This is an optimization exercise on Yosys and OpenROAD, whose aim is small area and a short achievable clock period, not a production implementation. Only simulation tests tie the RTL to the original design; equivalence was not proved. Power figures rest on the tool's default switching activity, not on a simulated workload.

// d_mem_responder
module d_mem_responder #(
   parameter int unsigned DEPTH       = 64,
   parameter int unsigned WAIT_CYCLES = 2
) (
   input  logic        clock,
   input  logic        reset,
   input  logic        req_valid,
   output logic        req_ready,
   input  logic        req_we,
   input  logic [31:0] req_addr,
   input  logic [31:0] req_wdata,
   output logic        rsp_valid,
   input  logic        rsp_ready,
   output logic [31:0] rsp_rdata,
   output logic        rsp_err,
   output logic        busy
);
   localparam int NR  = 21;     
   localparam int SGL = 21;     
   logic busy_q, rsp_q, w2_q, w1_q, w0_q;
   logic st0_q;                 
   logic wen0_q;                
   logic wen0n_q;               
   logic          we_q, mis_q;
   logic [NR:0]   sel_q;        
   logic [2:0]    w_q;          
   logic          hit;          
   logic          flip;         
   logic [31:0]   r_q;          
   logic          p1_q;         
   logic          wen12_q;      
   logic          wen12n_q;     
   logic [2:0]    t_q;          
   logic          accept, ld_wait, rd_now;
   logic          req_mis;
   logic [5:0]    req_idx;
   logic [NR:0]   req_sel;
   logic [2:0]    req_w;
   logic [2:0]    t_d;
   assign req_mis = |req_addr[1:0];
   assign req_idx = req_addr[7:2];
  ...
For scale: roughly 3,700 cells after synthesis, ~2,100 flip-flops, ~110 I/O pins.
export LEC_CHECK = 0
export CAP_MARGIN = 20
export CORE_MARGIN = 2
export CORE_UTILIZATION = 60
export PLACE_DENSITY = 0.75
export SETUP_SLACK_MARGIN = 2.05
export SLEW_MARGIN = 20
export SYNTH_HIERARCHICAL = 1
export SYNTH_MINIMUM_KEEP_SIZE = 0
create_clock -name core_clock -period 4.0 [get_ports {clock}]
standard.sh (not shown) runs the stock make flow with config.mk's settings and CLKGATE_MAP_FILE= SYNTH_SCRIPT=/design/flow/synth_recipe.tcl, a recipe that flattens the netlist after the stock synthesis.
==> flow/flow/run.sh <==
#!/bin/bash
# Standard layout, with port buffers of a faster cell than buffer_ports picks
# and a clock tree with larger sink clusters.
set -euo pipefail
bash standard.sh finish \
  "BUFFER_PORTS_ARGS=-buffer_cell sky130_fd_sc_hd__buf_4" \
  "CTS_ARGS=-sink_clustering_enable -repair_clock_nets -sink_clustering_size 30 -sink_clustering_max_diameter 120 -buf_list sky130_fd_sc_hd__clkbuf_16" \
  > layout_make.log 2>&1
==> next run, changes <==
- CORE_UTILIZATION: 60 -> 50
- PLACE_DENSITY: 0.75 -> 0.7
- SETUP_SLACK_MARGIN: 2.05 -> 1.85
Core utilization decreases by 16 points.
Synthesized area does not change.
Worst hold slack gets better by 0.13 ns.
Routed wire length decreases by about a fifth.
Sequential power hardly moves.
Critical path depth stays the same.
Via count decreases by roughly a tenth.
First-iteration DRC count decreases by a quarter to a third.
Sequential share of layout area increases by 3.5 points.
==> next run, changes <==
- CORE_UTILIZATION: 50 -> 60
- PLACE_DENSITY: 0.7 -> 0.75
- SETUP_SLACK_MARGIN: 1.85 -> 1.9
The new run finished with timing, DRC and antenna clean.
Die area came out lower by 16%.
Non-clock buffer count came out higher by 42.
Worst setup slack got worse by 0.068 ns.
Clock power is about the same.
Combinational power came out higher by about 6%.
Critical path depth is unchanged.
Core utilization came out higher by 12 points.
Sequential power barely changes.
==> next run, changes <==
- SETUP_SLACK_MARGIN: 1.9 -> 1.75
After rerunning:
- The changed run completed with no timing, DRC or antenna violations
- synthesized cell count stays the same
- register-to-register slack gets worse by 0.06 ns
- synthesized area is unchanged

---

== run 2 ==
Another version of the RTL of d_mem_responder (not shown whole).
For scale: about 2100 flip-flops, ~110 I/O pins, ~0.053 mm² of cells after synthesis.
Settings: LEC_CHECK=0, CAP_MARGIN=20, CORE_MARGIN=2, CORE_UTILIZATION=40, SLEW_MARGIN=20, SYNTH_HIERARCHICAL=1, SYNTH_MINIMUM_KEEP_SIZE=0; clock period 4.0 ns.
run.sh (not shown) runs the stock make flow with config.mk's settings and CLKGATE_MAP_FILE= SYNTH_SCRIPT=/design/flow/synth_recipe.tcl, a recipe that flattens the netlist after the stock synthesis.
Stock flow here: none of the scripts above is used.
Run 2 reached the final stage; the timing, DRC and antenna checks on its layout passed.
Inputs modified between run 2 and run 3:
- setting SETUP_SLACK_MARGIN to 1.4 for the first time
==> flow/flow/run.sh (new file) <==
#!/bin/bash
# Standard layout, with port buffers of a faster cell than buffer_ports picks
# and a clock tree with larger sink clusters.
set -euo pipefail
bash standard.sh finish \
  "BUFFER_PORTS_ARGS=-buffer_cell sky130_fd_sc_hd__buf_4" \
  "CTS_ARGS=-sink_clustering_enable -repair_clock_nets -sink_clustering_size 30 -sink_clustering_max_diameter 120 -buf_list sky130_fd_sc_hd__clkbuf_16" \
  > layout_make.log 2>&1
==> flow/standard.sh (new file) <==
#!/bin/bash
# synth_recipe.tcl (not shown) runs the flow's synth.tcl, then flattens the netlist and writes it again
# the make line also repeats each setting of config.mk as NAME=value (left out here)
make -C /OpenROAD-flow-scripts/flow DESIGN_CONFIG=/design/flow/config.mk WORK_HOME=/design/flow/orfs CLKGATE_MAP_FILE= SYNTH_SCRIPT=/design/flow/synth_recipe.tcl "${@:-finish}"
removed: flow/run.sh
Results
- Summary of run 3 over run 2: number of enable flip-flop cells after synthesis has remained practically unchanged; overall global routing resource usage lower.
- Looking at critical path's slowest cell, the or3_4 result is from run 3; the clkdlybuf4s50_1 one comes from run 2.
- [compare] base=run 2 new=run 3: routing usage on met3 has decreased; critical path depth has decreased; internal power contribution has decreased.
- The clock transition time at the flip-flop clock pins of the worst setup and hold paths reported for run 3 is greater than that of run 2 by 0.06 ns.

==> static timing again, ports no longer ideal <==
The flow's constraints put no driver on any port. The routed layouts listed below were extracted and timed again, unchanged, in two steps.
Step 1, drivers: a clkbuf_16 drives clock and a buf_2 each remaining input, both assumed.
Step 2 also shifts input and output timing later by t, the mid clock arrival at the registers, as if the neighbouring blocks saw the same clock.
Three values: no drivers, after step 1, after step 2; two values: the first two.
run	t (ns)	slack for setup (ns)	worst hold slack (ns)	worst setup path after step 2
the first run of note 1	0.754	1.598 / 1.624 / 0.869	0.036 / -0.014 / 0.313	input to register
the second run of note 1	0.756	1.623 / 1.648 / 0.893	0.170 / 0.119 / 0.298	input to register
the third run of note 1	0.747	1.555 / 1.582 / 0.835	0.039 / -0.012 / 0.314	input to register
the fourth run of note 1	0.736	1.603 / 1.627 / 0.891	0.048 / 0.002 / 0.321	input to register
run 2	0.854	0.653 / 0.708 / -0.146	0.255 / 0.207 / 0.310	input to register
run 3	0.757	1.195 / 1.224 / 0.467	0.275 / 0.228 / 0.322	input to register
With both steps, setup timing fails in run 2, where it was met with ideal ports. For run 2, which loses most, drivers alone change the setup slack by +0.055 ns; drivers and shift together by -0.799 ns.
